This design comes from an exercise in tuning for small area and a short achievable clock period on the open sky130 flow, not from production work. Function was checked by simulation only, so behaviour that the tests miss may differ from the original. No activity file was given, so power comes from the tool's default toggle rates.

==> flow/design.v, too long to show whole: its modules and the start of the top module <==
// module median_filter: 2295 lines
// module median_fa: 10 lines
// module median_ha: 9 lines
module median_filter (
	input  logic        clk,
	input  logic        rst,
	input  logic        i_clken,
	input  logic        i_mode,
	input  logic [39:0] i_column,
	output logic [7:0]  o_median,
	output logic        o_valid
);
  // ...
==> flow/flow/run.sh <==
#!/bin/bash
# standard layout, with setup repair aiming well below the clock period
# and the smallest buffer on the ports
set -euo pipefail
bash standard.sh SETUP_SLACK_MARGIN=16.5 "BUFFER_PORTS_ARGS=-buffer_cell sky130_fd_sc_hd__buf_1" finish > standard_make.log 2>&1
==> flow/standard.sh <==
#!/bin/bash
# synth_recipe.tcl (not shown) runs the flow's synth.tcl, then flattens the netlist and writes it again
# the make line also repeats each setting of config.mk as NAME=value (left out here)
make -C /OpenROAD-flow-scripts/flow DESIGN_CONFIG=/design/flow/config.mk WORK_HOME=/design/flow/orfs CLKGATE_MAP_FILE= SYNTH_SCRIPT=/design/flow/synth_recipe.tcl "${@:-finish}"
==> flow/config.mk <==
export PLATFORM = sky130hd
export DESIGN_NAME = median_filter
export DESIGN_NICKNAME = median_filter
export VERILOG_FILES = /design/flow/design.v
export SDC_FILE = /design/flow/constraint.sdc
export NUM_CORES = 4
export LEC_CHECK = 0
export CAP_MARGIN = 20
export CORE_MARGIN = 2
export CORE_UTILIZATION = 40
export CTS_CLUSTER_DIAMETER = 200
export CTS_CLUSTER_SIZE = 31
export SLEW_MARGIN = 20
export SYNTH_HIERARCHICAL = 1
export SYNTH_MINIMUM_KEEP_SIZE = 0
==> flow/constraint.sdc <==
create_clock -name core_clock -period 22.0 [get_ports {clk}]
set_input_delay 4.4000 -clock core_clock [delete_from_list [all_inputs] [get_ports {clk}]]
set_output_delay 4.4000 -clock core_clock [all_outputs]
set_load 0.01 [all_outputs]
==> summary.md, run 1 <==
| Metric | Value |
|---|---|
| Switch share | around two fifths |
| Crit path kind | register to primary output |
| Overflow after GRT | 0 |
| CTS tree | yes |
| Initial antenna violation count | 0 |
| Post-CTS Hold Buffers | 0 |
| Seq area share | a little over 50% |
| Power Density | between 100 and 150 nW/um^2 |
| DR pass1 iterations | 5 |
| Commonest non-fill, non-tap cell in the layout | edfxtp_1 |
| I/O pins | between 50 and 60 |
| First-pass GRT wire length | approximately 72000 um |
| CP top delay family | flip-flops |
| Die height | 245 um |
| GR met1 Demand/Resource | a little over a fifth |
| Largest regs | h: 290 flops, res: 48 flops |
| Mean Syn Cell Area | 15.3 um^2 |
| Reg clk slew, reported paths | approximately 120 ps |
| Post-Synth Adder-Cell Area | ~25% |
| Most frequent cells in the layout | 417 x edfxtp_1, 255 x fa_1, 162 x xnor2_1 |
| Static leakage | 9.77 nW |
| Max frequency | 182 MHz |
| Clk cell area share | 1.95% |
| DP Cell Count | between 2000 and 2500 |
| GRT Resource Usage Total | between 10% and 20% |
| Vias per std cell | around 5 |
| Nonclk buf count | 79 |
| HPWL after DPL | 34900 um |
| Biggest register | h |
| Syn Std Cell Area | between 20000 and 25000 um^2 |
| Combinational power share | a little over half |
| R2r startpoint | s1_med_q[6]$_DFFE_PP_ |
| Synth cell count leaders | 417 x edfxtp_1, 255 x fa_1, 162 x xnor2_1 |
| Sequential share of the synthesized area | a little under three fifths |
| Sum of negative setup slack | 0 ps |
| Seq Cell Count | 430 |
| Status | timing/DRC/antenna clean |
| Pin count of the biggest net entering global routing | between 70 and 80 |
| Dominant synthesized flop cell | edfxtp_1 |
| Uppermost layer routed | met4 |
| Routed length on met3 | around 1100 um |
| Top cells by area, synth | edfxtp_1 54%, fa_1 22%, xnor2_1 6.1% |
==> inputs of run 2 (changes only) <==
--- a/flow/config.mk
+++ b/flow/config.mk
@@ -10,4 +10,4 @@
 export CORE_UTILIZATION = 40
-export CTS_CLUSTER_DIAMETER = 200
-export CTS_CLUSTER_SIZE = 31
+export CTS_CLUSTER_DIAMETER = 100
+export CTS_CLUSTER_SIZE = 30
 export SLEW_MARGIN = 20
==> run 2 against run 1 <==
Critical path depth unchanged. Routed wire length is 0.37% higher. Clock skew grew 15 ps. Largest power group unchanged. Largest cell class unchanged. Final area is 0.29% higher. Synthesized cell count is the same. First-iteration DRC count up 4.0%. Critical path type unchanged. Register-to-register slack about the same. Clock power grew 5%. Clock-buffer cell count stayed put. Setup slack got worse by 11 ps. Flip-flop and latch count unchanged. Hold slack got worse by 18 ps.
==> summary.md, run 2 <==
| Metric | Value |
|---|---|
| Post-synthesis register bit count | 430 (unchanged) |
| Clk buf depth | 3 (unchanged) |
| Top cells by area, synth | edfxtp_1 54%, fa_1 22%, xnor2_1 6.1% (unchanged) |
| Filler cells | 5170 (was 5185) |
| Hold Crit Class | register to register (unchanged) |
| Largest regs | h: 290 flops, res: 48 flops (unchanged) |
| Drc violations | 0 (unchanged) |
| Post-synth EDFFs | 417 (unchanged) |
| R2r startpoint | s2_med_q[5]$_DFFE_PP_ (was s1_med_q[6]$_DFFE_PP_) |
| Post-Syn Nets | 1858 (unchanged) |
| Setup Viol. Count Final | 0 (unchanged) |
| Mean Syn Cell Area | 15.3 um^2 (unchanged) |
| Syn Std Cell Area | 23200 um^2 (unchanged) |
| Most frequent cells in the layout | 417 x edfxtp_1, 255 x fa_1, 162 x xnor2_1 (unchanged) |
| Worst vdd ir | 97.2 uV (was 104 uV) |
| Worst Min Path Start | res[31]$_DFFE_PP_ (was res[8]$_DFFE_PP_) |
| GRT Resource Usage Total | 15.7% (about the same) |
| R2R depth | 15 (unchanged) |
| Pin count of the biggest net entering global routing | 74 (unchanged) |
| Most common cell in the netlist | edfxtp_1 (unchanged) |
| Initial antenna violation count | 0 (unchanged) |
| Finished Layout Cells | 2362 (was 2355) |
| Yosys warns | 7 (unchanged) |
| WHS Path Cells | 0 (unchanged) |
| DR vias | 11673 (was 11605) |
| Design area | 25200 um^2 (was 25100 um^2) |
| Static leakage | 9.81 nW (was 9.77 nW) |
| CP endpoint kind | primary output (unchanged) |
| CP Launch Type | register (unchanged) |
| HPWL after DPL | 34900 um (unchanged) |
| FF-to-FF setup slack | 16770 ps (was 16760 ps) |
| CTS tree | yes (unchanged) |
| Worst-path cell chain | buf_2 (unchanged) |
| Uppermost layer routed | met4 (unchanged) |
| Reg clk slew, reported paths | 110 ps (was 120 ps) |
| Arr. time, crit path | 1120 ps (was 1110 ps) |
| WP buf/inv | 1 (unchanged) |
| Crit-path slowest cell | dfrtp_1 (unchanged) |
| Placed cell area | 24300 um^2 (unchanged) |
| DRT met1 WL | 19800 um (about the same) |
| RSZ-0062 raised after global routing | yes (unchanged) |
| Sw power | 1.27 mW (was 1.26 mW) |
| Post-CTS Hold Buffers | 0 (unchanged) |
| Layout cells sized above 1 | 5.76% (was 5.41%) |
| Dominant synthesized flop cell | edfxtp_1 (unchanged) |
| Combinational power share | 52.0% (was 52.4%) |
| TritonCTS Buffers | 19 (was 17) |
| Fin. max-slew vios | 0 (unchanged) |
| Critical Path Max Stage Delay | 410 ps (about the same) |
| R2R Path End | s3_q_q[2]$_DFFE_PP_ (was s2_q_q[1]$_DFFE_PP_) |
| Routed length on met3 | 1240 um (was 1070 um) |
| Sequential share of the synthesized area | 55.4% (unchanged) |
| Number of flip-flops in the largest register | 290 (unchanged) |
| Clock sink count | 430 (unchanged) |
| Routability Congestion | 0.875 (unchanged) |
| Register area | 12800 um^2 (unchanged) |
| Critical path fanouts, max | 2 (unchanged) |
| Hold Path End | res[39]$_DFFE_PP_ (was res[16]$_DFFE_PP_) |
| Full die area | 59900 um^2 (unchanged) |
| Final hold vios | 0 (unchanged) |
| Max-Cap Viols | 0 (unchanged) |
| Starting Density | 40.3% (unchanged) |
| Slew Limit Headroom | 38.6% (was 39.5%) |
| Sum of negative setup slack | 0 ps (unchanged) |
| Root Driver | clkbuf_16 (unchanged) |
| Fin crit share | 25.1% (was 25.0%) |
| Ant diodes | 0 (unchanged) |
| Critical Path RT | 17600 ps (about the same) |
| Cells after Synth | 1512 (unchanged) |
| Die width | 245 um (unchanged) |
| Area leader, netlist | edfxtp_1 (unchanged) |
| DR pass1 iterations | 5 (unchanged) |
| Routed length on met2 | 23500 um (about the same) |
| Post-synth top area share | 54.0% (unchanged) |
| Drt initial violations | 809 (was 778) |
| Final #Nets | 1931 (was 1929) |
| I/O Buffers | 52 (unchanged) |
| Commonest non-fill, non-tap cell in the layout | edfxtp_1 (unchanged) |
| Overflow after GRT | 0 (unchanged) |
| First-pass GRT wire length | 72100 um (was 72000 um) |
| Vias per std cell | 4.94 (was 4.93) |
| Total power | 3.27 mW (was 3.25 mW) |
| Max frequency | 181 MHz (was 182 MHz) |
| Footprint of the multi-input gates | 9920 um^2 (about the same) |
| I/O pins | 53 (unchanged) |
| CP top delay family | flip-flops (unchanged) |
| Tmin final | 5520 ps (was 5510 ps) |
| Post-synthesis cell type count | 49 (unchanged) |
| FFs w/ async S/R, synth | 3.02% (unchanged) |
| Biggest register | h (unchanged) |
| Layout Skew | 29.1 ps (was 14.2 ps) |
| Synth cell count leaders | 417 x edfxtp_1, 255 x fa_1, 162 x xnor2_1 (unchanged) |
| Clock share of power | 13.0% (was 12.4%) |
| Flop pwr share | 35.0% (was 35.2%) |
| Switch share | 38.8% (was 38.7%) |
| Clock Latency Late Sink | 560 ps (about the same) |
| Core Region | 57500 um^2 (unchanged) |
| Rows | 88 (unchanged) |
| Int Pwr | 2.00 mW (was 1.99 mW) |
| Die height | 245 um (unchanged) |
| Worst Tran Pin Value | 921 ps (was 907 ps) |
| Crit path kind | register to primary output (unchanged) |
| Routed Antenna Nets | 0 (unchanged) |
| Final wirelength | 45700 um (was 45500 um) |
| DP Cell Count | 2315 (unchanged) |
| H-Tree Depth | 1 (unchanged) |
| Vias in the first global route | 12388 (was 12393) |
| Status | timing/DRC/antenna clean (unchanged) |
| Layout area overhead | 8.77% (was 8.46%) |
| Power Density | 130 nW/um^2 (was 129 nW/um^2) |
| Drt wl/cell | 19.3 um (about the same) |
[run 2: cell counts after synthesis]
No cell type changed its count.
[run 2: kinds of logic after synthesis]
logic type	after synthesis	share of synthesized area (%)
simple gates	323	6.46
compound gates	147	3.67
mux	32	1.43
flops	430	55.4
xor+xnor	174	6.58
fa+ha+maj	302	24.6
buf+inv	104	1.85
[run 2: final cells by class]
type / count / share of cell area, %
clock inverters: 9 / 0.288
flip-flops and latches: 430 / 51.0
inverters: 77 / 1.16
well taps: 765 / 3.80
repair buffers: 79 / 2.46
multi-input cells: 978 / 39.4
clock buffers: 24 / 1.96
[run 2: worst max path at each step]
stage / slack (ps) / cells past startpoint / end / start
after floorplan: 16830 / 2 / o_median[0]$_DFFE_PN0P_ / i_clken
after global placement: 14250 / 4 / h[268]$_DFFE_PP_ / i_clken
after detailed placement: 14090 / 4 / s2_alive_q[16]$_DFFE_PP_ / i_clken
after CTS: 16420 / 1 / o_median[2] / o_median[2]$_DFFE_PN0P_
after global routing: 16420 / 1 / o_median[2] / o_median[2]$_DFFE_PN0P_
final: 16480 / 1 / o_median[2] / o_median[2]$_DFFE_PN0P_
[run 2: power groups by stage]
stage / Clock [mW] / Combinational (mW) / Sequential, mW
4_1_cts: 0.445 / 1.71 / 1.15
6_report: 0.424 / 1.70 / 1.15
5_1_grt: 0.467 / 1.92 / 1.16
3_5_place_dp: 0 / 1.66 / 1.19
3_3_place_gp: 0 / 1.62 / 1.19
2_1_floorplan: 0 / 1.27 / 1.14
[run 2: metrics by stage]
step	worst slack, ps	utilization (%)	hold WS [ps]
final	16480	43.9	408
after CTS	16420	43.7	405
after detailed placement	14090	42.3	405
after global routing	16420	43.9	425
after floorplan	16830	-	400
after global placement	14250	42.3	403
[run 2: timing repair]
item | in CTS | in global routing
resized for setup | 32 | 14
cloned | 3 | 0
setup endpoints to repair | 370 | 29
pin swaps | 1 | 0
setup buffers | 8 | 3
[run 2: worst reg2reg max path: stages, from the launching register on]
cell and delay [ps]:
edfxtp_1 420, buf_4 240, xnor2_1 190, nand3_1 210, a21oi_1 250, fa_1 500
fa_1 480, fa_1 430, fa_1 420, fa_1 390, ha_1 350, and3_1 200
a31oi_4 290, nand2b_4 240, mux2i_1 270, mux2i_1 100
[run 2: metal layers]
metal / GRT usage, % / vias up
met2: 27.4 / 196
met1: 21.2 / 5949
met4: 3.69 / 0
li1: - / 5483
met3: 1.67 / 45
met5: 0 / -
[run 2: Yosys stat by module (local to each module, per instance)]
module         area, um^2  times used
median_filter       18100           1
median_fa            20.0         255
==> inputs of run 3 (changes only) <==
--- a/flow/config.mk
+++ b/flow/config.mk
@@ -9,3 +9,3 @@
 export CORE_MARGIN = 2
-export CORE_UTILIZATION = 40
+export CORE_UTILIZATION = 65
 export CTS_CLUSTER_DIAMETER = 100
==> run 3 against run 2 <==
Die area is 38% lower. Sequential power is essentially flat. Routed wire length fell by 1.6%. Utilization up 26 points. Synthesized cell count unchanged. Hold slack better by 8.8 ps. Largest cell class unchanged. Final cell count shrank 13%. Via count grew 2.3%. Sequential share of layout area increased by 1.0 points. Clock-buffer cell count down 1. Critical endpoint is now h[76]$_DFFE_PP_.
==> summary.md, run 3 <==
| Metric | Value |
|---|---|
| Clock Latency Late Sink | 540 ps (was 560 ps) |
| Int Pwr | 2.00 mW (about the same) |
| Die height | 193 um (was 245 um) |
| Arr. time, crit path | 5700 ps (was 1120 ps) |
| Layout Skew | 17.6 ps (was 29.1 ps) |
| Full die area | 37200 um^2 (was 59900 um^2) |
| Status | timing/DRC/antenna clean (unchanged) |
| Most common cell in the netlist | edfxtp_1 (unchanged) |
| Setup Viol. Count Final | 0 (unchanged) |
| Power Density | 135 nW/um^2 (was 130 nW/um^2) |
| Syn Std Cell Area | 23200 um^2 (unchanged) |
| Initial antenna violation count | 0 (unchanged) |
| Commonest non-fill, non-tap cell in the layout | edfxtp_1 (unchanged) |
| FF-to-FF setup slack | 16730 ps (was 16770 ps) |
| Critical path fanouts, max | 84 (was 2) |
| CTS tree | yes (unchanged) |
| Drt wl/cell | 22.0 um (was 19.3 um) |
| Max-Cap Viols | 0 (unchanged) |
| Drc violations | 0 (unchanged) |
| Synth Area in Compound Gates | 3.67% (unchanged) |
| Dominant synthesized flop cell | edfxtp_1 (unchanged) |
| Multiplexer share of the synthesized area | 1.43% (unchanged) |
| Area leader, netlist | edfxtp_1 (unchanged) |
| Cells after Synth | 1512 (unchanged) |
| Crit path from | i_clken (was o_median[2]$_DFFE_PN0P_) |
| CP Launch Type | input pin (was register) |
| H-Tree Depth | 1 (unchanged) |
| Clock sink count | 430 (unchanged) |
| Fin crit share | 24.9% (was 25.1%) |
| Starting Density | 65.6% (was 40.3%) |
| Sw power | 1.32 mW (was 1.27 mW) |
| Simple-gate area share of the yosys netlist | 6.46% (unchanged) |
| Vias in the first global route | 12390 (was 12388) |
| Post-synth EDFFs | 417 (unchanged) |
| Critical Path RT | 22210 ps (was 17600 ps) |
| XOR/XNOR share of the synthesized area | 6.58% (unchanged) |
| Critical path endpoint | h[76]$_DFFE_PP_ (was o_median[2]) |
| FFs w/ async S/R, synth | 3.02% (unchanged) |
| Post-synthesis register bit count | 430 (unchanged) |
| Switch share | 39.8% (was 38.8%) |
| Filler cells | 2402 (was 5170) |
| Drt initial violations | 987 (was 809) |
| R2R Path End | res[0]$_DFFE_PP_ (was s3_q_q[2]$_DFFE_PP_) |
| Most used cell, CP | buf_12 |
| CP endpoint kind | register (was primary output) |
| I/O Buffers | 52 (unchanged) |
| Final wirelength | 44900 um (was 45700 um) |
| GRT Resource Usage Total | 25.8% (was 15.7%) |
| Post-synth top area share | 54.0% (unchanged) |
| I/O pins | 53 (unchanged) |
| Routability Congestion | 0.935 (was 0.875) |
| DR pass1 iterations | 5 (unchanged) |
| Worst Tran Pin Value | 758 ps (was 921 ps) |
| Largest family of logic cells by synthesized area | adder cells (unchanged) |
| Die width | 193 um (was 245 um) |
| Clk buf depth | 3 (unchanged) |
| R2r startpoint | s3_med_q[2]$_DFFE_PP_ (was s2_med_q[5]$_DFFE_PP_) |
| Sum of negative setup slack | 0 ps (unchanged) |
| Post-synthesis cell type count | 49 (unchanged) |
| DR vias | 11940 (was 11673) |
| Post-Syn Nets | 1858 (unchanged) |
| Post-Synth Adder-Cell Area | 24.6% (unchanged) |
| Top cells by area, synth | edfxtp_1 54%, fa_1 22%, xnor2_1 6.1% (unchanged) |
| Pin count of the biggest net entering global routing | 85 (was 74) |
| Final hold vios | 0 (unchanged) |
| Clock share of power | 12.5% (was 13.0%) |
| Most frequent cells in the layout | 417 x edfxtp_1, 255 x fa_1, 161 x xnor2_1 (was 417 x edfxtp_1, 255 x fa_1, 162 x xnor2_1) |
| Worst-path cell chain | clkbuf_4, buf_12, buf_12 (was buf_2) |
| Reg clk slew, reported paths | 110 ps (about the same) |
| Rows | 69 (was 88) |
| RSZ-0062 raised after global routing | yes (unchanged) |
| Root Driver | clkbuf_16 (unchanged) |
| Max frequency | 182 MHz (was 181 MHz) |
| Ant diodes | 0 (unchanged) |
| Sequential share of the synthesized area | 55.4% (unchanged) |
| Routed Antenna Nets | 0 (unchanged) |
| HPWL after DPL | 34800 um (was 34900 um) |
| Critical Path Max Stage Delay | 440 ps (was 410 ps) |
| Tmin final | 5480 ps (was 5520 ps) |
| Flop pwr share | 34.4% (was 35.0%) |
| Fin. max-slew vios | 0 (unchanged) |
| First-pass GRT wire length | 70400 um (was 72100 um) |
| Layout area overhead | 6.65% (was 8.77%) |
| Vias per std cell | 5.84 (was 4.94) |
| Total power | 3.33 mW (was 3.27 mW) |
| Hold Crit Class | register to register (unchanged) |
| Overflow after GRT | 0 (unchanged) |
| TritonCTS Buffers | 19 (unchanged) |
| Combinational power share | 53.1% (was 52.0%) |
| Crit-path slowest cell | buf_12 (was dfrtp_1) |
| Core Region | 35300 um^2 (was 57500 um^2) |
| Layout cells sized above 1 | 5.99% (was 5.76%) |
| Mean Syn Cell Area | 15.3 um^2 (unchanged) |
| Yosys warns | 7 (unchanged) |
| Worst vdd ir | 105 uV (was 97.2 uV) |
| Number of flip-flops in the largest register | 290 (unchanged) |
| Biggest register | h (unchanged) |
| Final #Nets | 1923 (was 1931) |
| Static leakage | 9.73 nW (was 9.81 nW) |
| Largest regs | h: 290 flops, res: 48 flops (unchanged) |
| Crit path kind | input pin to register (was register to primary output) |
| R2R depth | 14 (was 15) |
| Synth cell count leaders | 417 x edfxtp_1, 255 x fa_1, 162 x xnor2_1 (unchanged) |
| Slew Limit Headroom | 49.5% (was 38.6%) |
run 3: cell count changes in the layout (fill, tap and decap cells not counted), moves of 3 or more:
cell | previous run | this run
clkbuf_2 | 2 | 7
clkinvlp_4 | 3 | 0
nand3_1 | 73 | 66
a21oi_2 | 5 | 12
a21oi_1 | 100 | 93
buf_4 | 18 | 8
buf_16 | 3 | 0
buf_12 | 2 | 6
buf_6 | 7 | 3
nand3_2 | 0 | 7
bufbuf_16 | 3 | 0
run 3: cell type report:
| class | count | area (um^2) | share of cell area [%] |
|---|---|---|---|
| Clock buffer | 23 | 490 | 1.98 |
| Clock inverter | 6 | 58.8 | 0.238 |
| Inverter | 77 | 289 | 1.17 |
| Multi-Input combinational cell | 978 | 9990 | 40.4 |
| Sequential cell | 430 | 12800 | 52.0 |
| Tap cell | 461 | 577 | 2.33 |
| Timing Repair Buffer | 71 | 460 | 1.86 |
run 3: stage by stage:
stage | cells | util, % | hold slack [ps] | cell area, um^2 | worst slack [ps]
5_1_grt | 2046 | 70.0 | 433 | 24700 | 16470
3_5_place_dp | 2011 | 67.7 | 405 | 23900 | 15080
4_1_cts | 2046 | 69.6 | 420 | 24600 | 16310
2_1_floorplan | 1512 | - | 400 | 23200 | 16830
3_3_place_gp | 2011 | 67.7 | 401 | 23900 | 15160
6_report | 2046 | 70.0 | 416 | 24700 | 16520
run 3: metal layers:
metal | GRT usage [%] | routed length, um | vias up | share of wire (%)
met5 | 0 | 0 | - | 0
met4 | 5.11 | 942 | 0 | 2.1
met3 | 4.09 | 2760 | 44 | 6.1
met2 | 38.9 | 20300 | 347 | 45
met1 | 40.7 | 20900 | 6095 | 47
li1 | - | - | 5454 | -
run 3: how the worst min path moves through the flow:
stage / start / end / slack (ps) / cells past startpoint
global route: h[21]$_DFFE_PP_ / h[61]$_DFFE_PP_ / 430 / 0
finish: h[59]$_DFFE_PP_ / h[99]$_DFFE_PP_ / 420 / 0
global placement: res[17]$_DFFE_PP_ / res[25]$_DFFE_PP_ / 400 / 0
CTS: h[59]$_DFFE_PP_ / h[99]$_DFFE_PP_ / 420 / 0
floorplan: h[64]$_DFFE_PP_ / h[104]$_DFFE_PP_ / 400 / 0
detailed placement: h[73]$_DFFE_PP_ / h[113]$_DFFE_PP_ / 400 / 0
run 3: modules after synthesis, one instance, submodules excluded:
module	area, um^2	cells inside	copies in the design
median_filter	18100	1257	1
median_fa	20.0	1	255
run 3: logic make-up (layout without fill, tap and decap cells):
| group | count (synthesis) | after routing |
|---|---|---|
| flops | 430 | 430 |
| simple gates | 323 | 323 |
| fa+ha+maj | 302 | 302 |
| xor+xnor | 174 | 174 |
| compound gates | 147 | 147 |
| buf+inv | 104 | 177 |
| mux | 32 | 32 |
run 3: power groups by stage:
| stage | sequential, mW | clock (mW) | combinational [mW] |
|---|---|---|---|
| after detailed placement | 1.17 | 0 | 1.73 |
| after global routing | 1.16 | 0.453 | 1.99 |
| after CTS | 1.15 | 0.428 | 1.76 |
| final | 1.14 | 0.415 | 1.77 |
| after floorplan | 1.14 | 0 | 1.27 |
| after global placement | 1.17 | 0 | 1.70 |
run 3: what timing repair did:
action,in CTS,in global routing
pin swaps,0,0
setup buffers,6,0
resized for setup,12,46
hold buffers,0,0
gates cloned,0,0
setup endpoints to repair,224,237
run 3: critical path: cells and delay by family:
kind | cells | cell delay, ps
buffers and inverters | 3 | 1190
==> inputs of run 4 (changes only) <==
--- a/flow/config.mk
+++ b/flow/config.mk
@@ -9,3 +9,3 @@
 export CORE_MARGIN = 2
-export CORE_UTILIZATION = 65
+export CORE_UTILIZATION = 75
 export CTS_CLUSTER_DIAMETER = 100
==> run 4 against run 3 <==
Still clean on timing, DRC and antenna. Via count increased by 2.7%. Clock-buffer cell count is 2 higher. First-iteration DRC count is 12% higher. Utilization is 11 points higher. Hold slack got worse by 4.9 ps. Power is 0.21% lower. Fmax grew 0.17%. Non-clock buffer count up 1. Flip-flop and latch count did not move. Synthesized area unchanged. Final area decreased by 0.60%. Routed wire length grew 2.0%. Highest routed layer unchanged.
==> summary.md, run 4 <==
| Metric | Value |
|---|---|
| RSZ-0062 raised after global routing | yes (unchanged) |
| Sequential share of the synthesized area | 55.4% (unchanged) |
| Ant diodes | 0 (unchanged) |
| DP Cell Count | 1946 (was 2011) |
| Drt wl/cell | 23.1 um (was 22.0 um) |
| Post-synthesis cell type count | 49 (unchanged) |
| Number of flip-flops in the largest register | 290 (unchanged) |
| Biggest register | h (unchanged) |
| Max-Cap Viols | 0 (unchanged) |
| Layout area overhead | 6.01% (was 6.65%) |
| Arr. time, crit path | 1080 ps (was 5700 ps) |
| Top cells by area, synth | edfxtp_1 54%, fa_1 22%, xnor2_1 6.1% (unchanged) |
| Dominant synthesized flop cell | edfxtp_1 (unchanged) |
| Synth cell count leaders | 417 x edfxtp_1, 255 x fa_1, 162 x xnor2_1 (unchanged) |
| WP buf/inv | 1 (was 3) |
| Worst Tran Pin Value | 676 ps (was 758 ps) |
| Finished Layout Cells | 1980 (was 2046) |
| Post-CTS Hold Buffers | 0 (unchanged) |
| TritonCTS Buffers | 18 (was 19) |
| Cells after Synth | 1512 (unchanged) |
| Crit path kind | register to primary output (was input pin to register) |
| I/O Buffers | 52 (unchanged) |
| DR vias | 12261 (was 11940) |
| Most common cell in the netlist | edfxtp_1 (unchanged) |
| Syn Std Cell Area | 23200 um^2 (unchanged) |
| Int Pwr | 2.00 mW (about the same) |
| Final wirelength | 45800 um (was 44900 um) |
| Drc violations | 0 (unchanged) |
| Worst-path cell chain | buf_2 (was clkbuf_4, buf_12, buf_12) |
| Critical path fanouts, max | 2 (was 84) |
| First-pass GRT wire length | 71900 um (was 70400 um) |
| Power Density | 135 nW/um^2 (about the same) |
| Commonest non-fill, non-tap cell in the layout | edfxtp_1 (unchanged) |
| Clock Latency Late Sink | 560 ps (was 540 ps) |
| Critical Path RT | 17600 ps (was 22210 ps) |
| Vias in the first global route | 12767 (was 12390) |
| Clk buf depth | 3 (unchanged) |
| Die width | 180 um (was 193 um) |
| Final hold vios | 0 (unchanged) |
| Clock share of power | 12.0% (was 12.5%) |
| Most frequent cells in the layout | 417 x edfxtp_1, 255 x fa_1, 162 x xnor2_1 (was 417 x edfxtp_1, 255 x fa_1, 161 x xnor2_1) |
| H-Tree Depth | 1 (unchanged) |
| Register area | 12800 um^2 (unchanged) |
| Die height | 180 um (was 193 um) |
| Filler cells | 1647 (was 2402) |
| Yosys warns | 7 (unchanged) |
| Core Region | 30500 um^2 (was 35300 um^2) |
| Drt initial violations | 1103 (was 987) |
| Worst vdd ir | 170 uV (was 105 uV) |
| CP top delay family | flip-flops (was buffers and inverters) |
| Full die area | 32300 um^2 (was 37200 um^2) |
| Status | timing/DRC/antenna clean (unchanged) |
| CP Launch Type | register (was input pin) |
| Layout cells sized above 1 | 4.86% (was 5.99%) |
| Post-synth EDFFs | 417 (unchanged) |
| Hold Crit Class | register to register (unchanged) |
| Crit-path slowest cell | dfrtp_1 (was buf_12) |
| Starting Density | 75.9% (was 65.6%) |
| Reg clk slew, reported paths | 110 ps (about the same) |
| Sw power | 1.32 mW (about the same) |
| Slew Limit Headroom | 54.9% (was 49.5%) |
| Post-synth top area share | 54.0% (unchanged) |
| Clock sink count | 430 (unchanged) |
| Post-Syn Nets | 1858 (unchanged) |
| Largest regs | h: 290 flops, res: 48 flops (unchanged) |
| Fin util | 80.5% (was 70.0%) |
| Flop pwr share | 34.5% (was 34.4%) |
| Setup Viol. Count Final | 0 (unchanged) |
| Area leader, netlist | edfxtp_1 (unchanged) |
| Root Driver | clkbuf_16 (unchanged) |
| Sum of negative setup slack | 0 ps (unchanged) |
| Routability Congestion | 0.960 (was 0.935) |
| Vias per std cell | 6.19 (was 5.84) |
| I/O pins | 53 (unchanged) |
| Fin crit share | 24.9% (about the same) |
| PnR worst setup slack | 16520 ps (about the same) |
| Layout Skew | 33.4 ps (was 17.6 ps) |
| Initial antenna violation count | 0 (unchanged) |
| Combinational power share | 53.5% (was 53.1%) |
| Post-synthesis register bit count | 430 (unchanged) |
| Mean Syn Cell Area | 15.3 um^2 (unchanged) |
| Footprint of the multi-input gates | 9940 um^2 (was 9990 um^2) |
| Static leakage | 9.70 nW (was 9.73 nW) |
| Max frequency | 183 MHz (was 182 MHz) |
| GRT Resource Usage Total | 29.7% (was 25.8%) |
| Tmin final | 5480 ps (about the same) |
| Switch share | 39.7% (was 39.8%) |
| CTS tree | yes (unchanged) |
| Post-Place Setup Slack | 14970 ps (was 15080 ps) |
| DR pass1 iterations | 6 (was 5) |
| FFs w/ async S/R, synth | 3.02% (unchanged) |
| Fin. max-slew vios | 0 (unchanged) |
| Rows | 64 (was 69) |
| Overflow after GRT | 0 (unchanged) |
| Final #Nets | 1923 (unchanged) |
| HPWL after DPL | 35500 um (was 34800 um) |
| CP endpoint kind | primary output (was register) |
| Pin count of the biggest net entering global routing | 85 (unchanged) |
| Routed Antenna Nets | 0 (unchanged) |
| Critical Path Max Stage Delay | 390 ps (was 440 ps) |
==> run 4: layout make-up <==
cell class              count  area share (%)
repair buffers             72            1.90
flip-flops and latches    430            52.3
clock inverters             2           0.102
inverters                  77            1.18
clock buffers              25            2.03
well taps                 396            2.02
multi-input cells         978            40.5
==> run 4: cells by family after synthesis <==
group,share of synthesized area (%)
flip-flops,55.4
AND/OR/NAND/NOR,6.46
adder cells (fa/ha/maj),24.6
XOR/XNOR,6.58
AO/OA/AOI/OAI,3.67
buffers and inverters,1.85
multiplexers,1.43
==> run 4: final timing paths <==
path                                          from                      end  slack [ps]  cells past startpoint
max                        o_median[6]$_DFFE_PN0P_              o_median[6]       16520                      1
min                                h[21]$_DFFE_PP_          h[61]$_DFFE_PP_         410                      0
max reg2reg                  s2_med_q[5]$_DFFE_PP_      s3_q_q[3]$_DFFE_PP_       16700                     15
min reg2reg                        h[21]$_DFFE_PP_          h[61]$_DFFE_PP_         410                      0
max in group asynchronous                      rst  o_median[0]$_DFFE_PN0P_       17720                      1
min in group asynchronous                      rst      fill[3]$_DFFE_PN0P_        3860                      1
==> run 4: through the flow <==
stage / instance area [um^2] / hold slack (ps) / power (mW)
2_1_floorplan: 23200 / 400 / 2.41
3_3_place_gp: 23800 / 400 / 2.83
3_5_place_dp: 23800 / 405 / 2.90
4_1_cts: 24400 / 414 / 3.31
5_1_grt: 24600 / 429 / 3.56
6_report: 24600 / 411 / 3.32
==> run 4: worst reg2reg max path: cells and delay by family, from the launching register on <==
family                     cells  cell delay, ps
adders and majority gates      6            2560
DFF                            1             400
muxes                          1             210
and+or+nand+nor                3             690
AOI/OAI and AO/OA              3             640
buffers and inverters          1             270
xor gates and xnor gates       1             240
==> run 4: what timing repair did <==
item | in CTS | in global routing
gates cloned | 0 | 0
setup endpoints to repair | 302 | 158
resized for setup | 17 | 24
setup buffers | 4 | 3
pin swaps | 1 | 0
==> run 4: power by group through the flow <==
stage          Sequential (mW)  Combinational [mW]  Clock (mW)
4_1_cts                   1.15                1.76       0.406
6_report                  1.15                1.78       0.399
3_5_place_dp              1.17                1.73           0
3_3_place_gp              1.17                1.66           0
5_1_grt                   1.16                1.97       0.431
2_1_floorplan             1.14                1.27           0
==> run 4: per-module statistics from Yosys (local to each module, per instance) <==
| module | cells inside | copies in the design | cell area [um^2] |
|---|---|---|---|
| median_filter | 1257 | 1 | 18100 |
| median_fa | 1 | 255 | 20.0 |
==> run 4: metal layers <==
layer,vias up,track usage [%],wire length [um]
li1,5449,-,-
met1,6261,44.8,19100
met2,496,45.2,21400
met3,55,8.00,4400
met4,0,5.98,921
met5,-,0,0
==> inputs of run 5 (changes only) <==
--- a/flow/config.mk
+++ b/flow/config.mk
@@ -9,5 +9,6 @@
 export CORE_MARGIN = 2
-export CORE_UTILIZATION = 75
+export CORE_UTILIZATION = 55
 export CTS_CLUSTER_DIAMETER = 100
 export CTS_CLUSTER_SIZE = 30
+export PLACE_DENSITY = 0.8
 export SLEW_MARGIN = 20
==> run 5 against run 4 <==
Clock power rose by 5.5%. Non-clock buffer count is 1 higher. Critical endpoint is now o_median[0]. Die area rose by 35%. Largest power group unchanged. Flip-flop and latch count is the same. Highest routed layer unchanged. Hold slack improved by 5.6 ps. Still clean.
==> summary.md, run 5 <==
| Metric | Value |
|---|---|
| Hold Crit Class | register to register (unchanged) |
| Largest regs | h: 290 flops, res: 48 flops (unchanged) |
| Reg clk slew, reported paths | 110 ps (about the same) |
| Combinational power share | 52.6% (was 53.5%) |
| Total power | 3.31 mW (was 3.32 mW) |
| Routability Congestion | 0.976 (was 0.960) |
| Crit path kind | register to primary output (unchanged) |
| Fin. max-slew vios | 0 (unchanged) |
| Clock sink count | 430 (unchanged) |
| Clock share of power | 12.7% (was 12.0%) |
| CTS tree | yes (unchanged) |
| Most common cell in the netlist | edfxtp_1 (unchanged) |
| RSZ-0062 raised after global routing | yes (unchanged) |
| Routed length on met3 | 1570 um (was 4400 um) |
| Post-synthesis register bit count | 430 (unchanged) |
| Routed length on met2 | 22900 um (was 21400 um) |
| CP Launch Type | register (unchanged) |
| R2R depth | 15 (unchanged) |
| Area leader, netlist | edfxtp_1 (unchanged) |
| Sum of negative setup slack | 0 ps (unchanged) |
| FFs w/ async S/R, synth | 3.02% (unchanged) |
| Status | timing/DRC/antenna clean (unchanged) |
| Post-synth EDFFs | 417 (unchanged) |
| Setup Viol. Count Final | 0 (unchanged) |
| H-Tree Depth | 1 (unchanged) |
| Final hold vios | 0 (unchanged) |
| DR pass1 iterations | 5 (was 6) |
| Syn Std Cell Area | 23200 um^2 (unchanged) |
| Cells after Synth | 1512 (unchanged) |
| Mean Syn Cell Area | 15.3 um^2 (unchanged) |
| Post-synthesis cell type count | 49 (unchanged) |
| TritonCTS Buffers | 19 (was 18) |
| Arr. time, crit path | 1080 ps (about the same) |
| Max frequency | 182 MHz (was 183 MHz) |
| Starting Density | 55.5% (was 75.9%) |
| Number of flip-flops in the largest register | 290 (unchanged) |
| Fin util | 59.4% (was 80.5%) |
| Core Region | 41800 um^2 (was 30500 um^2) |
| Crit path depth | 1 (unchanged) |
| Commonest non-fill, non-tap cell in the layout | edfxtp_1 (unchanged) |
| I/O pins | 53 (unchanged) |
| Synth cell count leaders | 417 x edfxtp_1, 255 x fa_1, 162 x xnor2_1 (unchanged) |
| Drt wl/cell | 20.7 um (was 23.1 um) |
| Biggest register | h (unchanged) |
| Max-Cap Viols | 0 (unchanged) |
| Post-Syn Nets | 1858 (unchanged) |
| Initial antenna violation count | 0 (unchanged) |
| Worst-path cell chain | buf_2 (unchanged) |
| Layout cells sized above 1 | 5.92% (was 4.86%) |
| Drc violations | 0 (unchanged) |
| I/O Buffers | 52 (unchanged) |
| Rows | 75 (was 64) |
| Flop pwr share | 34.7% (was 34.5%) |
| Final #Nets | 1925 (was 1923) |
| Drt initial violations | 903 (was 1103) |
| Critical path fanouts, max | 2 (unchanged) |
| Ant diodes | 0 (unchanged) |
| Layout area overhead | 7.11% (was 6.01%) |
| CP top delay family | flip-flops (unchanged) |
| Pin count of the biggest net entering global routing | 86 (was 85) |
| Root Driver | clkbuf_16 (unchanged) |
| Static leakage | 9.74 nW (was 9.70 nW) |
| Switch share | 39.6% (was 39.7%) |
| First-pass GRT wire length | 70600 um (was 71900 um) |
| Sw power | 1.31 mW (was 1.32 mW) |
| Filler cells | 3099 (was 1647) |
| WHS Path Cells | 0 (unchanged) |
| Power Density | 133 nW/um^2 (was 135 nW/um^2) |
| DRT met1 WL | 17600 um (was 19100 um) |
| FF-to-FF setup slack | 16660 ps (was 16700 ps) |
| Register area | 12800 um^2 (unchanged) |
| Dominant synthesized flop cell | edfxtp_1 (unchanged) |
| Int Pwr | 2.00 mW (about the same) |
| Top cells by area, synth | edfxtp_1 54%, fa_1 22%, xnor2_1 6.1% (unchanged) |
| Worst Tran Pin Value | 743 ps (was 676 ps) |
| Sequential share of the synthesized area | 55.4% (unchanged) |
| Die height | 209 um (was 180 um) |
| Most frequent cells in the layout | 417 x edfxtp_1, 255 x fa_1, 162 x xnor2_1 (unchanged) |
| HPWL after DPL | 34000 um (was 35500 um) |
| Crit-path slowest cell | dfrtp_1 (unchanged) |
| Clock Latency Late Sink | 550 ps (was 560 ps) |
| Critical Path RT | 17600 ps (about the same) |
| Routed Antenna Nets | 0 (unchanged) |
| Tmin final | 5480 ps (about the same) |
| Layout Skew | 19.3 ps (was 33.4 ps) |
| Uppermost layer routed | met4 (unchanged) |
| Slew Limit Headroom | 50.5% (was 54.9%) |
| Yosys warns | 7 (unchanged) |
| Full die area | 43800 um^2 (was 32300 um^2) |
| Vias in the first global route | 12753 (was 12767) |
| Final wirelength | 44100 um (was 45800 um) |
| Post-synth top area share | 54.0% (unchanged) |
| WP buf/inv | 1 (unchanged) |
| Die width | 209 um (was 180 um) |
| Smallest hold slack | 417 ps (was 411 ps) |
| Vias per std cell | 5.60 (was 6.19) |
| Post-CTS Hold Buffers | 0 (unchanged) |
| Worst vdd ir | 156 uV (was 170 uV) |
| Clk buf depth | 3 (unchanged) |
| Overflow after GRT | 0 (unchanged) |
| Critical Path Max Stage Delay | 400 ps (was 390 ps) |
| DR vias | 11916 (was 12261) |
| CP endpoint kind | primary output (unchanged) |
| Footprint of the multi-input gates | 9970 um^2 (was 9940 um^2) |
| GRT Resource Usage Total | 21.1% (was 29.7%) |
| Fin crit share | 24.9% (about the same) |
==> run 5: path summary, 6_finish.rpt <==
check	start	end
worst max register to register	s2_med_q[5]$_DFFE_PP_	s3_q_q[2]$_DFFE_PP_
max in group asynchronous	rst	fill[3]$_DFFE_PN0P_
min in group asynchronous	rst	o_valid$_DFFE_PN0P_
worst min-delay path	h[36]$_DFFE_PP_	h[76]$_DFFE_PP_
worst max-delay path	o_median[0]$_DFFE_PN0P_	o_median[0]
worst min register to register	h[36]$_DFFE_PP_	h[76]$_DFFE_PP_
==> run 5: area by class of cell <==
| cell class | count | area share (%) |
|---|---|---|
| repair buffers | 73 | 1.92 |
| flip-flops and latches | 430 | 51.8 |
| clock buffers | 25 | 2.01 |
| well taps | 539 | 2.72 |
| multi-input cells | 978 | 40.2 |
| inverters | 77 | 1.16 |
| clock inverters | 6 | 0.267 |
==> run 5: cells by family after synthesis <==
logic type,count (synthesis),share of synthesized area [%]
flip-flops,430,55.4
XOR/XNOR,174,6.58
buffers and inverters,104,1.85
adder cells (fa/ha/maj),302,24.6
AND/OR/NAND/NOR,323,6.46
multiplexers,32,1.43
AO/OA/AOI/OAI,147,3.67
==> run 5: worst reg2reg max path, stage by stage, from the launching register on <==
cell      delay (ps)
edfxtp_1         430
clkbuf_8         270
xnor2_1          200
nand3_1          260
a21oi_2          270
fa_1             490
fa_1             440
fa_1             430
fa_1             420
fa_1             390
ha_1             350
a21o_1           230
a31oi_4          270
nand2b_2         270
mux2i_1          240
mux2i_1          110
==> run 5: what timing repair did <==
item,4_1_cts,5_1_grt
endpoints found under the setup margin,270,96
pin swaps,1,0
cloned,1,0
resized for setup,8,33
buffers inserted,7,2
==> run 5: power by group through the flow <==
| stage | clock [mW] | sequential, mW | combinational, mW |
|---|---|---|---|
| 2_1_floorplan | 0 | 1.14 | 1.27 |
| 3_3_place_gp | 0 | 1.17 | 1.66 |
| 3_5_place_dp | 0 | 1.18 | 1.70 |
| 4_1_cts | 0.435 | 1.15 | 1.73 |
| 5_1_grt | 0.460 | 1.16 | 1.94 |
| 6_report | 0.421 | 1.15 | 1.74 |
==> run 5: modules after synthesis, one instance, submodules excluded <==
module / flops+latches / times used / area, um^2 / cells inside
median_filter: 430 / 1 / 18100 / 1257
median_fa: 0 / 255 / 20.0 / 1
==> run 5: per-stage QoR <==
stage          instances  setup WS (ps)  area [um^2]
6_report            2128          16520        24800
5_1_grt             2128          16460        24800
4_1_cts             2126          16480        24700
3_5_place_dp        2087          15070        24000
3_3_place_gp        2087          15190        24000
2_1_floorplan       1512          16830        23200
==> run 5: metal layers <==
layer	track usage [%]	vias up
met1	27.6	6062
li1	-	5463
met2	36.7	302
met4	8.37	0
met3	1.95	89
met5	0	-
==> inputs of run 6 (changes only) <==
--- a/flow/config.mk
+++ b/flow/config.mk
@@ -12,3 +12,2 @@
 export CTS_CLUSTER_SIZE = 30
-export PLACE_DENSITY = 0.8
 export SLEW_MARGIN = 20
==> run 6 against run 5 <==
Sequential power about the same. Largest power group unchanged. Fmax up 0.15%. Setup slack better by 8.1 ps. Still clean on timing, DRC and antenna. Non-clock buffer count down 6. Clock skew up 5.5 ps. Sequential share of layout area up 0.23 points. Combinational power about the same. Power up 0.39%. Critical path depth unchanged.
==> summary.md, run 6 <==
| Metric | Value |
|---|---|
| Status | timing/DRC/antenna clean (unchanged) |
| R2R Path End | s2_q_q[4]$_DFFE_PP_ (was s3_q_q[2]$_DFFE_PP_) |
| Design area | 24700 um^2 (was 24800 um^2) |
| Commonest non-fill, non-tap cell in the layout | edfxtp_1 (unchanged) |
| CP Launch Type | register (unchanged) |
| Clock Latency Late Sink | 560 ps (was 550 ps) |
| Drt wl/cell | 21.8 um (was 20.7 um) |
| Critical Path RT | 17600 ps (about the same) |
| Layout area overhead | 6.64% (was 7.11%) |
| Static leakage | 9.70 nW (was 9.74 nW) |
| GRT Resource Usage Total | 22.5% (was 21.1%) |
| Total power | 3.32 mW (was 3.31 mW) |
| Overflow after GRT | 0 (unchanged) |
| Final wirelength | 46300 um (was 44100 um) |
| Fin crit share | 24.9% (about the same) |
| Biggest register | h (unchanged) |
| Arr. time, crit path | 1080 ps (about the same) |
| Worst-path cell chain | clkbuf_2 (was buf_2) |
| Sum of negative setup slack | 0 ps (unchanged) |
| Full die area | 43800 um^2 (unchanged) |
| Post-Syn Nets | 1858 (unchanged) |
| Power Density | 135 nW/um^2 (was 133 nW/um^2) |
| Clock sink count | 430 (unchanged) |
| Final hold vios | 0 (unchanged) |
| Fin. max-slew vios | 0 (unchanged) |
| DP Cell Count | 2087 (unchanged) |
| Core Region | 41800 um^2 (unchanged) |
| Die width | 209 um (unchanged) |
| Post-synthesis cell type count | 49 (unchanged) |
| Drt initial violations | 913 (was 903) |
| RSZ-0062 raised after global routing | yes (unchanged) |
| R2R depth | 15 (unchanged) |
| Worst Tran Pin Value | 981 ps (was 743 ps) |
| FF-to-FF setup slack | 16760 ps (was 16660 ps) |
| Sequential share of the synthesized area | 55.4% (unchanged) |
| I/O pins | 53 (unchanged) |
| Hold Path End | h[44]$_DFFE_PP_ (was h[76]$_DFFE_PP_) |
| Finished Layout Cells | 2120 (was 2128) |
| Ant diodes | 0 (unchanged) |
| Number of flip-flops in the largest register | 290 (unchanged) |
| Root Driver | clkbuf_16 (unchanged) |
| Layout cells sized above 1 | 5.06% (was 5.92%) |
| Worst vdd ir | 132 uV (was 156 uV) |
| Placed cell area | 24000 um^2 (unchanged) |
| CTS tree | yes (unchanged) |
| Vias per std cell | 5.56 (was 5.60) |
| Pin count of the biggest net entering global routing | 182 (was 86) |
| Final #Nets | 1919 (was 1925) |
| Mean Syn Cell Area | 15.3 um^2 (unchanged) |
| DR vias | 11792 (was 11916) |
| Routed Antenna Nets | 0 (unchanged) |
| Dominant synthesized flop cell | edfxtp_1 (unchanged) |
| CP top delay family | flip-flops (unchanged) |
| Largest regs | h: 290 flops, res: 48 flops (unchanged) |
| Most common cell in the netlist | edfxtp_1 (unchanged) |
| Synth cell count leaders | 417 x edfxtp_1, 255 x fa_1, 162 x xnor2_1 (unchanged) |
| WHS Path Cells | 0 (unchanged) |
| Hold Crit Class | register to register (unchanged) |
| FFs w/ async S/R, synth | 3.02% (unchanged) |
| Yosys warns | 7 (unchanged) |
| CP endpoint kind | primary output (unchanged) |
| Rows | 75 (unchanged) |
| Fin util | 59.2% (was 59.4%) |
| Critical path fanouts, max | 2 (unchanged) |
| Tmin final | 5480 ps (about the same) |
| Die height | 209 um (unchanged) |
| Crit path kind | register to primary output (unchanged) |
| Initial antenna violation count | 1 (was 0) |
| Starting Density | 55.5% (unchanged) |
| DR pass1 iterations | 5 (unchanged) |
| R2r startpoint | s1_med_q[7]$_DFFE_PP_ (was s2_med_q[5]$_DFFE_PP_) |
| Setup Viol. Count Final | 0 (unchanged) |
| Post-synth EDFFs | 417 (unchanged) |
| TritonCTS Buffers | 19 (unchanged) |
| First-pass GRT wire length | 73200 um (was 70600 um) |
| Top cells by area, synth | edfxtp_1 54%, fa_1 22%, xnor2_1 6.1% (unchanged) |
| Crit-path slowest cell | dfrtp_1 (unchanged) |
| Cells after Synth | 1512 (unchanged) |
| Max frequency | 183 MHz (was 182 MHz) |
| Syn Std Cell Area | 23200 um^2 (unchanged) |
| Crit path depth | 1 (unchanged) |
| Area leader, netlist | edfxtp_1 (unchanged) |
| Worst Min Path Start | h[4]$_DFFE_PP_ (was h[36]$_DFFE_PP_) |
| Critical Path Max Stage Delay | 410 ps (was 400 ps) |
| Routability Congestion | 0.874 (was 0.976) |
| I/O Buffers | 52 (unchanged) |
| Vias in the first global route | 12490 (was 12753) |
| Reg clk slew, reported paths | 120 ps (was 110 ps) |
| Most frequent cells in the layout | 417 x edfxtp_1, 255 x fa_1, 162 x xnor2_1 (unchanged) |
| H-Tree Depth | 1 (unchanged) |
| Drc violations | 0 (unchanged) |
| WP buf/inv | 1 (unchanged) |
| HPWL after DPL | 35600 um (was 34000 um) |
| Max-Cap Viols | 0 (unchanged) |
| Post-synth top area share | 54.0% (unchanged) |
| Layout Skew | 24.7 ps (was 19.3 ps) |
| Post-synthesis register bit count | 430 (unchanged) |
| Clk buf depth | 3 (unchanged) |
| Slew Limit Headroom | 34.6% (was 50.5%) |
run 6: layout make-up:
cell class	count	area [um^2]
sequential	430	12800
timing repair buffer	67	403
multi-input combinational	978	9940
fill	3213	17000
clock buffer	24	494
clock inverter	5	63.8
inverter	77	289
tap	539	674
run 6: worst max path at each step:
stage	slack [ps]	end	from
floorplan	16830	o_median[0]$_DFFE_PN0P_	i_clken
global placement	14960	h[38]$_DFFE_PP_	i_clken
detailed placement	14920	h[38]$_DFFE_PP_	i_clken
CTS	16470	o_median[7]	o_median[7]$_DFFE_PN0P_
global route	16470	o_median[7]	o_median[7]$_DFFE_PN0P_
finish	16520	o_median[7]	o_median[7]$_DFFE_PN0P_
run 6: where the power goes:
group / internal [mW] / switching (mW)
Clock: 0.167 / 0.254
Sequential: 1.06 / 0.0833
Combinational: 0.772 / 0.986
run 6: cell families (layout without fill, tap and decap cells):
family / after synthesis / after routing / synth area share [%]
AO/OA/AOI/OAI: 147 / 147 / 3.67
XOR/XNOR: 174 / 174 / 6.58
adder cells (fa/ha/maj): 302 / 302 / 24.6
buffers and inverters: 104 / 173 / 1.85
flip-flops: 430 / 430 / 55.4
multiplexers: 32 / 32 / 1.43
AND/OR/NAND/NOR: 323 / 323 / 6.46
run 6: through the flow:
stage,setup WS [ps],hold slack [ps]
6_report,16520,420
3_3_place_gp,14960,402
2_1_floorplan,16830,400
3_5_place_dp,14920,405
4_1_cts,16470,424
5_1_grt,16470,436
run 6: repair_timing:
item	CTS	global route
hold buffers	0	0
gates resized for setup	9	25
setup buffers	4	0
setup endpoints to repair	349	103
run 6: layer usage:
layer / vias to the layer above / GRT usage, % / share of wire (%)
li1: 5446 / - / -
met1: 6077 / 35.6 / 49
met2: 241 / 33.6 / 45
met3: 28 / 4.07 / 5.5
met4: 0 / 3.40 / 1.4
met5: - / 0 / 0
run 6: Yosys stat by module (local to each module, per instance):
module	times used	flops+latches
median_filter	1	430
median_fa	255	0
==> inputs of run 7 (changes only) <==
==> flow/flow/run.sh (replaced) <==
#!/bin/bash
# standard layout, with setup repair aiming well below the clock period
# and the smallest buffer on the ports
set -euo pipefail
bash standard.sh SETUP_SLACK_MARGIN=16.65 "BUFFER_PORTS_ARGS=-buffer_cell sky130_fd_sc_hd__buf_1" finish > standard_make.log 2>&1
==> run 7 against run 6 <==
Still clean. Power grew 0.54%. Non-clock buffer count grew 4. Clock power is essentially flat. Final cell count grew 0.19%. Highest routed layer unchanged.
==> summary.md, run 7 <==
| Metric | Value |
|---|---|
| R2r startpoint | s1_med_q[6]$_DFFE_PP_ (was s1_med_q[7]$_DFFE_PP_) |
| PnR worst setup slack | 16520 ps (about the same) |
| GRT Resource Usage Total | 22.5% (about the same) |
| Core Region | 41800 um^2 (unchanged) |
| Hold Path End | h[44]$_DFFE_PP_ (unchanged) |
| CTS tree | yes (unchanged) |
| Worst Min Path Start | h[4]$_DFFE_PP_ (unchanged) |
| WHS Path Cells | 0 (unchanged) |
| Layout area overhead | 7.47% (was 6.64%) |
| Tmin final | 5480 ps (about the same) |
| Yosys warns | 7 (unchanged) |
| Dominant synthesized flop cell | edfxtp_1 (unchanged) |
| Starting Density | 55.5% (unchanged) |
| Crit path depth | 1 (unchanged) |
| Simple-gate area share of the yosys netlist | 6.46% (unchanged) |
| Layout cells sized above 1 | 6.50% (was 5.06%) |
| Top cells by area, synth | edfxtp_1 54%, fa_1 22%, xnor2_1 6.1% (unchanged) |
| Multiplexer share of the synthesized area | 1.43% (unchanged) |
| Post-synthesis register bit count | 430 (unchanged) |
| Biggest register | h (unchanged) |
| Most common cell in the netlist | edfxtp_1 (unchanged) |
| Critical path fanouts, max | 2 (unchanged) |
| R2R depth | 15 (unchanged) |
| Max-Cap Viols | 0 (unchanged) |
| Worst vdd ir | 132 uV (about the same) |
| Post-synth EDFFs | 417 (unchanged) |
| Mean Syn Cell Area | 15.3 um^2 (unchanged) |
| Die width | 209 um (unchanged) |
| Synth Area in Compound Gates | 3.67% (unchanged) |
| Routability Congestion | 0.874 (unchanged) |
| CP Launch Type | register (unchanged) |
| Ant diodes | 0 (unchanged) |
| Overflow after GRT | 0 (unchanged) |
| Arr. time, crit path | 1080 ps (about the same) |
| Most frequent cells in the layout | 417 x edfxtp_1, 254 x fa_1, 159 x xnor2_1 (was 417 x edfxtp_1, 255 x fa_1, 162 x xnor2_1) |
| Max frequency | 183 MHz (about the same) |
| Cells after Synth | 1512 (unchanged) |
| Vias per std cell | 5.59 (was 5.56) |
| Power Density | 134 nW/um^2 (was 135 nW/um^2) |
| Initial antenna violation count | 1 (unchanged) |
| Critical Path Max Stage Delay | 400 ps (was 410 ps) |
| XOR/XNOR share of the synthesized area | 6.58% (unchanged) |
| DR pass1 iterations | 5 (unchanged) |
| Vias in the first global route | 12497 (was 12490) |
| CP top delay family | flip-flops (unchanged) |
| Post-Place Setup Slack | 14920 ps (unchanged) |
| Register area | 12800 um^2 (unchanged) |
| Full die area | 43800 um^2 (unchanged) |
| Reg clk slew, reported paths | 120 ps (about the same) |
| Finished Layout Cells | 2124 (was 2120) |
| Layout Skew | 23.4 ps (was 24.7 ps) |
| Fin. max-slew vios | 0 (unchanged) |
| Setup Viol. Count Final | 0 (unchanged) |
| Post-synthesis cell type count | 49 (unchanged) |
| Root Driver | clkbuf_16 (unchanged) |
| DP Cell Count | 2087 (unchanged) |
| First-pass GRT wire length | 73200 um (unchanged) |
| Footprint of the multi-input gates | 10000 um^2 (was 9940 um^2) |
| TritonCTS Buffers | 19 (unchanged) |
| Number of flip-flops in the largest register | 290 (unchanged) |
| Rows | 75 (unchanged) |
| Final wirelength | 46600 um (was 46300 um) |
| Post-synth top area share | 54.0% (unchanged) |
| Die height | 209 um (unchanged) |
| Crit path kind | register to primary output (unchanged) |
| DR vias | 11881 (was 11792) |
| Hold Crit Class | register to register (unchanged) |
| Syn Std Cell Area | 23200 um^2 (unchanged) |
| Worst Tran Pin Value | 741 ps (was 981 ps) |
| Drt initial violations | 875 (was 913) |
| Largest regs | h: 290 flops, res: 48 flops (unchanged) |
| Crit-path slowest cell | dfrtp_1 (unchanged) |
| Filler cells | 3190 (was 3213) |
| Sequential share of the synthesized area | 55.4% (unchanged) |
| R2R Path End | s2_q_q[4]$_DFFE_PP_ (unchanged) |
| FF-to-FF setup slack | 16850 ps (was 16760 ps) |
| CP endpoint kind | primary output (unchanged) |
| I/O Buffers | 52 (unchanged) |
| Post-Synth Adder-Cell Area | 24.6% (unchanged) |
| I/O pins | 53 (unchanged) |
| Routed Antenna Nets | 0 (unchanged) |
| Clock sink count | 430 (unchanged) |
| WP buf/inv | 1 (unchanged) |
| RSZ-0062 raised after global routing | yes (unchanged) |
| HPWL after DPL | 35600 um (unchanged) |
| Largest family of logic cells by synthesized area | adder cells (unchanged) |
| Pin count of the biggest net entering global routing | 182 (unchanged) |
| Area leader, netlist | edfxtp_1 (unchanged) |
| Smallest hold slack | 420 ps (about the same) |
| Clock Latency Late Sink | 560 ps (about the same) |
| Static leakage | 9.76 nW (was 9.70 nW) |
| Slew Limit Headroom | 50.6% (was 34.6%) |
| Critical Path RT | 17600 ps (about the same) |
| Synth cell count leaders | 417 x edfxtp_1, 255 x fa_1, 162 x xnor2_1 (unchanged) |
| Status | timing/DRC/antenna clean (unchanged) |
| Final hold vios | 0 (unchanged) |
| Post-Syn Nets | 1858 (unchanged) |
| FFs w/ async S/R, synth | 3.02% (unchanged) |
| Fin crit share | 24.9% (about the same) |
| Drt wl/cell | 21.9 um (was 21.8 um) |
| Clk buf depth | 3 (unchanged) |
| Final #Nets | 1923 (was 1919) |
| Drc violations | 0 (unchanged) |
| H-Tree Depth | 1 (unchanged) |
| Worst-path cell chain | clkbuf_2 (unchanged) |
| Commonest non-fill, non-tap cell in the layout | edfxtp_1 (unchanged) |
| Sum of negative setup slack | 0 ps (unchanged) |
-- run 7: per-stage QoR --
stage | utilization [%] | instance area (um^2) | power [mW]
2_1_floorplan | - | 23200 | 2.41
3_3_place_gp | 57.5 | 24000 | 2.87
3_5_place_dp | 57.5 | 24000 | 2.91
4_1_cts | 59.1 | 24700 | 3.35
5_1_grt | 59.6 | 24900 | 3.60
6_report | 59.6 | 24900 | 3.34
-- run 7: how the worst max path moves through the flow --
stage / start / end / slack, ps
2_1_floorplan: i_clken / o_median[0]$_DFFE_PN0P_ / 16830
3_3_place_gp: i_clken / h[38]$_DFFE_PP_ / 14960
3_5_place_dp: i_clken / h[38]$_DFFE_PP_ / 14920
4_1_cts: o_median[7]$_DFFE_PN0P_ / o_median[7] / 16470
5_1_grt: o_median[7]$_DFFE_PN0P_ / o_median[7] / 16470
6_report: o_median[7]$_DFFE_PN0P_ / o_median[7] / 16520
-- run 7: what timing repair did --
item                       CTS  global route
gates cloned                 0             2
setup endpoints to repair  415           253
buffers inserted             4             2
hold buffers                 0             0
resized for setup           17            45
pin swaps                    0             1
-- run 7: layout make-up --
| type | count | share of cell area [%] |
|---|---|---|
| clock buffer | 24 | 1.98 |
| tap | 539 | 2.71 |
| sequential | 430 | 51.6 |
| clock inverter | 5 | 0.256 |
| inverter | 77 | 1.16 |
| multi-input combinational | 978 | 40.3 |
| timing repair buffer | 71 | 2.01 |
-- run 7: per-layer routing --
metal / routed length [um] / track usage [%] / share of wire [%]
met5: 0 / 0 / 0
met4: 629 / 3.40 / 1.3
met3: 2370 / 4.10 / 5.1
met2: 20800 / 33.6 / 45
met1: 22800 / 35.5 / 49
-- run 7: power by group --
part | switching, mW | internal, mW | total [mW]
logic | 0.992 | 0.780 | 1.77
clock network | 0.256 | 0.167 | 0.422
registers | 0.0847 | 1.06 | 1.15
total | 1.33 | 2.01 | 3.34
-- run 7: cells by family after synthesis --
| group | count (synthesis) |
|---|---|
| flip-flops | 430 |
| adder cells (fa/ha/maj) | 302 |
| AND/OR/NAND/NOR | 323 |
| AO/OA/AOI/OAI | 147 |
| buffers and inverters | 104 |
| multiplexers | 32 |
| XOR/XNOR | 174 |
-- run 7: per-module statistics from Yosys, one instance, submodules excluded --
| module | times used | flip-flops and latches | area [um^2] | cells inside |
|---|---|---|---|---|
| median_fa | 255 | 0 | 20.0 | 1 |
| median_filter | 1 | 430 | 18100 | 1257 |
==> inputs of run 8 (changes only) <==
==> flow/flow/run.sh (replaced) <==
#!/bin/bash
# standard layout, with setup repair aiming well below the clock period
set -euo pipefail
bash standard.sh SETUP_SLACK_MARGIN=16.5 finish > standard_make.log 2>&1
--- a/flow/config.mk
+++ b/flow/config.mk
@@ -9,3 +9,3 @@
 export CORE_MARGIN = 2
-export CORE_UTILIZATION = 55
+export CORE_UTILIZATION = 40
 export CTS_CLUSTER_DIAMETER = 100
==> run 8 against run 7 <==
Fmax shrank 1.3%. Synthesized area is the same. Utilization shrank 15 points. Final area grew 2.4%. Sequential share of layout area shrank 1.2 points.
==> summary.md, run 8 <==
| Metric | Value |
|---|---|
| Footprint of the multi-input gates | 9940 um^2 (was 10000 um^2) |
| Worst-path cell chain | buf_2 (was clkbuf_2) |
| Crit-path slowest cell | dfrtp_1 (unchanged) |
| Post-synthesis register bit count | 430 (unchanged) |
| Sequential share of the synthesized area | 55.4% (unchanged) |
| R2R depth | 15 (unchanged) |
| Synth Area in Compound Gates | 3.67% (unchanged) |
| First-pass GRT wire length | 71500 um (was 73200 um) |
| Crit path kind | register to primary output (unchanged) |
| Drt initial violations | 729 (was 875) |
| Static leakage | 9.91 nW (was 9.76 nW) |
| Drt wl/cell | 19.1 um (was 21.9 um) |
| XOR/XNOR share of the synthesized area | 6.58% (unchanged) |
| CP endpoint kind | primary output (unchanged) |
| Largest family of logic cells by synthesized area | adder cells (unchanged) |
| Clock sink count | 430 (unchanged) |
| H-Tree Depth | 1 (unchanged) |
| Final #Nets | 1923 (unchanged) |
| Ant diodes | 0 (unchanged) |
| I/O Buffers | 52 (unchanged) |
| Worst Tran Pin Value | 788 ps (was 741 ps) |
| Smallest hold slack | 406 ps (was 420 ps) |
| Clk buf depth | 3 (unchanged) |
| Final wirelength | 45100 um (was 46600 um) |
| Die height | 245 um (was 209 um) |
| Worst vdd ir | 111 uV (was 132 uV) |
| Fin crit share | 25.2% (was 24.9%) |
| Die width | 245 um (was 209 um) |
| Crit path depth | 1 (unchanged) |
| Layout cells sized above 1 | 5.84% (was 6.50%) |
| Critical Path Max Stage Delay | 420 ps (was 400 ps) |
| Layout Skew | 30.6 ps (was 23.4 ps) |
| Final hold vios | 0 (unchanged) |
| Filler cells | 5131 (was 3190) |
| Starting Density | 40.3% (was 55.5%) |
| Full die area | 59900 um^2 (was 43800 um^2) |
| Number of flip-flops in the largest register | 290 (unchanged) |
| Mean Syn Cell Area | 15.3 um^2 (unchanged) |
| Register area | 12800 um^2 (unchanged) |
| Sum of negative setup slack | 0 ps (unchanged) |
| Post-synth EDFFs | 417 (unchanged) |
| Critical path fanouts, max | 2 (unchanged) |
| Tmin final | 5550 ps (was 5480 ps) |
| Critical Path RT | 17600 ps (about the same) |
| Post-Syn Nets | 1858 (unchanged) |
| RSZ-0062 raised after global routing | yes (unchanged) |
| Most frequent cells in the layout | 417 x edfxtp_1, 255 x fa_1, 162 x xnor2_1 (was 417 x edfxtp_1, 254 x fa_1, 159 x xnor2_1) |
| Initial antenna violation count | 0 (was 1) |
| WHS Path Cells | 0 (unchanged) |
| Pin count of the biggest net entering global routing | 92 (was 182) |
| Multiplexer share of the synthesized area | 1.43% (unchanged) |
| Most common cell in the netlist | edfxtp_1 (unchanged) |
| TritonCTS Buffers | 22 (was 19) |
| WP buf/inv | 1 (unchanged) |
| Commonest non-fill, non-tap cell in the layout | edfxtp_1 (unchanged) |
| Largest regs | h: 290 flops, res: 48 flops (unchanged) |
| Dominant synthesized flop cell | edfxtp_1 (unchanged) |
| Post-CTS Hold Buffers | 0 (unchanged) |
| Fin. max-slew vios | 0 (unchanged) |
| Overflow after GRT | 0 (unchanged) |
| Slew Limit Headroom | 47.5% (was 50.6%) |
| Cells after Synth | 1512 (unchanged) |
| DR vias | 11678 (was 11881) |
| Biggest register | h (unchanged) |
| Routability Congestion | 0.883 (was 0.874) |
| Vias in the first global route | 12361 (was 12497) |
| HPWL after DPL | 34200 um (was 35600 um) |
| Core Region | 57500 um^2 (was 41800 um^2) |
| Setup Viol. Count Final | 0 (unchanged) |
| Simple-gate area share of the yosys netlist | 6.46% (unchanged) |
| CTS tree | yes (unchanged) |
| Max-Cap Viols | 0 (unchanged) |
| Arr. time, crit path | 1150 ps (was 1080 ps) |
| Reg clk slew, reported paths | 110 ps (was 120 ps) |
| Top cells by area, synth | edfxtp_1 54%, fa_1 22%, xnor2_1 6.1% (unchanged) |
| I/O pins | 53 (unchanged) |
| Layout area overhead | 10.0% (was 7.47%) |
| FFs w/ async S/R, synth | 3.02% (unchanged) |
| Yosys warns | 7 (unchanged) |
| Synth cell count leaders | 417 x edfxtp_1, 255 x fa_1, 162 x xnor2_1 (unchanged) |
| Post-synthesis cell type count | 49 (unchanged) |
| Area leader, netlist | edfxtp_1 (unchanged) |
| CP Launch Type | register (unchanged) |
| Root Driver | clkbuf_16 (unchanged) |
| Status | timing/DRC/antenna clean (unchanged) |
| Drc violations | 0 (unchanged) |
| Hold Crit Class | register to register (unchanged) |
| Post-Synth Adder-Cell Area | 24.6% (unchanged) |
| Clock Latency Late Sink | 580 ps (was 560 ps) |
| DR pass1 iterations | 5 (unchanged) |
| Power Density | 131 nW/um^2 (was 134 nW/um^2) |
| CP top delay family | flip-flops (unchanged) |
| Syn Std Cell Area | 23200 um^2 (unchanged) |
| Fin util | 44.4% (was 59.6%) |
| Rows | 88 (was 75) |
| Routed Antenna Nets | 0 (unchanged) |
| Max frequency | 180 MHz (was 183 MHz) |
| Vias per std cell | 4.95 (was 5.59) |
| Post-synth top area share | 54.0% (unchanged) |
| GRT Resource Usage Total | 15.6% (was 22.5%) |
-- run 8: area by class of cell --
type / instances / share of cell area, %
clock buffer: 25 / 2.20
tap: 765 / 3.75
clock inverter: 14 / 0.736
multi-input combinational: 978 / 39.0
sequential: 430 / 50.4
inverter: 77 / 1.15
timing repair buffer: 68 / 2.76
-- run 8: layer usage --
layer | share of wire (%) | GRT usage (%) | up-vias
met5 | 0 | 0 | -
met4 | 2.8 | 4.12 | 0
met3 | 3.7 | 2.29 | 57
met2 | 51 | 26.7 | 209
met1 | 43 | 20.8 | 5946
li1 | - | - | 5466
-- run 8: cell families after synthesis --
kind of cell | Yosys count
mux | 32
buf+inv | 104
fa+ha+maj | 302
flops | 430
compound gates | 147
xor+xnor | 174
simple gates | 323
-- run 8: worst paths after layout --
path,startpoint,endpoint,slack [ps]
max,o_median[3]$_DFFE_PN0P_,o_median[3],16450
min,res[4]$_DFFE_PP_,res[12]$_DFFE_PP_,410
max reg2reg,s2_med_q[4]$_DFFE_PP_,s3_q_q[3]$_DFFE_PP_,16760
min reg2reg,res[4]$_DFFE_PP_,res[12]$_DFFE_PP_,410
max in group asynchronous,rst,o_median[2]$_DFFE_PN0P_,17470
min in group asynchronous,rst,o_valid$_DFFE_PN0P_,4170
-- run 8: modules after synthesis (local to each module, per instance) --
module | area [um^2] | times used | flops+latches
median_fa | 20.0 | 255 | 0
median_filter | 18100 | 1 | 430
-- run 8: where the power goes --
part           internal (mW)  total, mW  leakage [nW]  switching (mW)
Combinational          0.771       1.71          5.33           0.940
Clock                  0.203      0.490         0.362           0.288
Sequential              1.06       1.14          4.22          0.0817
Total                   2.04       3.35          9.91            1.31
-- run 8: what timing repair did --
action	in CTS	in global routing
setup buffers	2	2
gates resized for setup	46	26
endpoints found under the setup margin	257	101
pin swaps	1	0
hold endpoints to repair	0	0
-- run 8: metrics by stage --
stage | std cells | instance area [um^2] | worst slack (ps) | power, mW
after floorplan | 1512 | 23200 | 16830 | 2.41
after global placement | 2314 | 24600 | 15230 | 2.83
after detailed placement | 2314 | 24600 | 15110 | 2.88
after CTS | 2355 | 25400 | 16410 | 3.38
after global routing | 2357 | 25500 | 16390 | 3.64
final | 2357 | 25500 | 16450 | 3.35

-- what the ideal ports hide --
How much do the figures lean on ideal ports? The routed layouts below were timed once more, with nothing changed but the port constraints.
Step 1 assumes that a clkbuf_16 drives the clock port and a buf_2 every other input.
Step 2 times the ports against the registers' clock, not the clock port: input delays grow and output delays shrink by t, the midpoint of the rising clock arrivals with the driver on.
Three values: no drivers, after step 1, after step 2; two values: the first two.
run | shift t [ns] | slack for setup (ns)
run 1 | 0.609 | 16.491 / 16.437 / 15.985
run 2 | 0.605 | 16.480 / 16.425 / 15.966
run 3 | 0.586 | 16.515 / 16.477 / 15.956
run 4 | 0.590 | 16.524 / 16.473 / 16.007
run 5 | 0.597 | 16.515 / 16.465 / 16.009
run 6 | 0.603 | 16.523 / 16.470 / 15.998
run 7 | 0.603 | 16.523 / 16.469 / 16.134
run 8 | 0.623 | 16.449 / 16.393 / 15.978
After both steps every run listed still meets setup and hold.
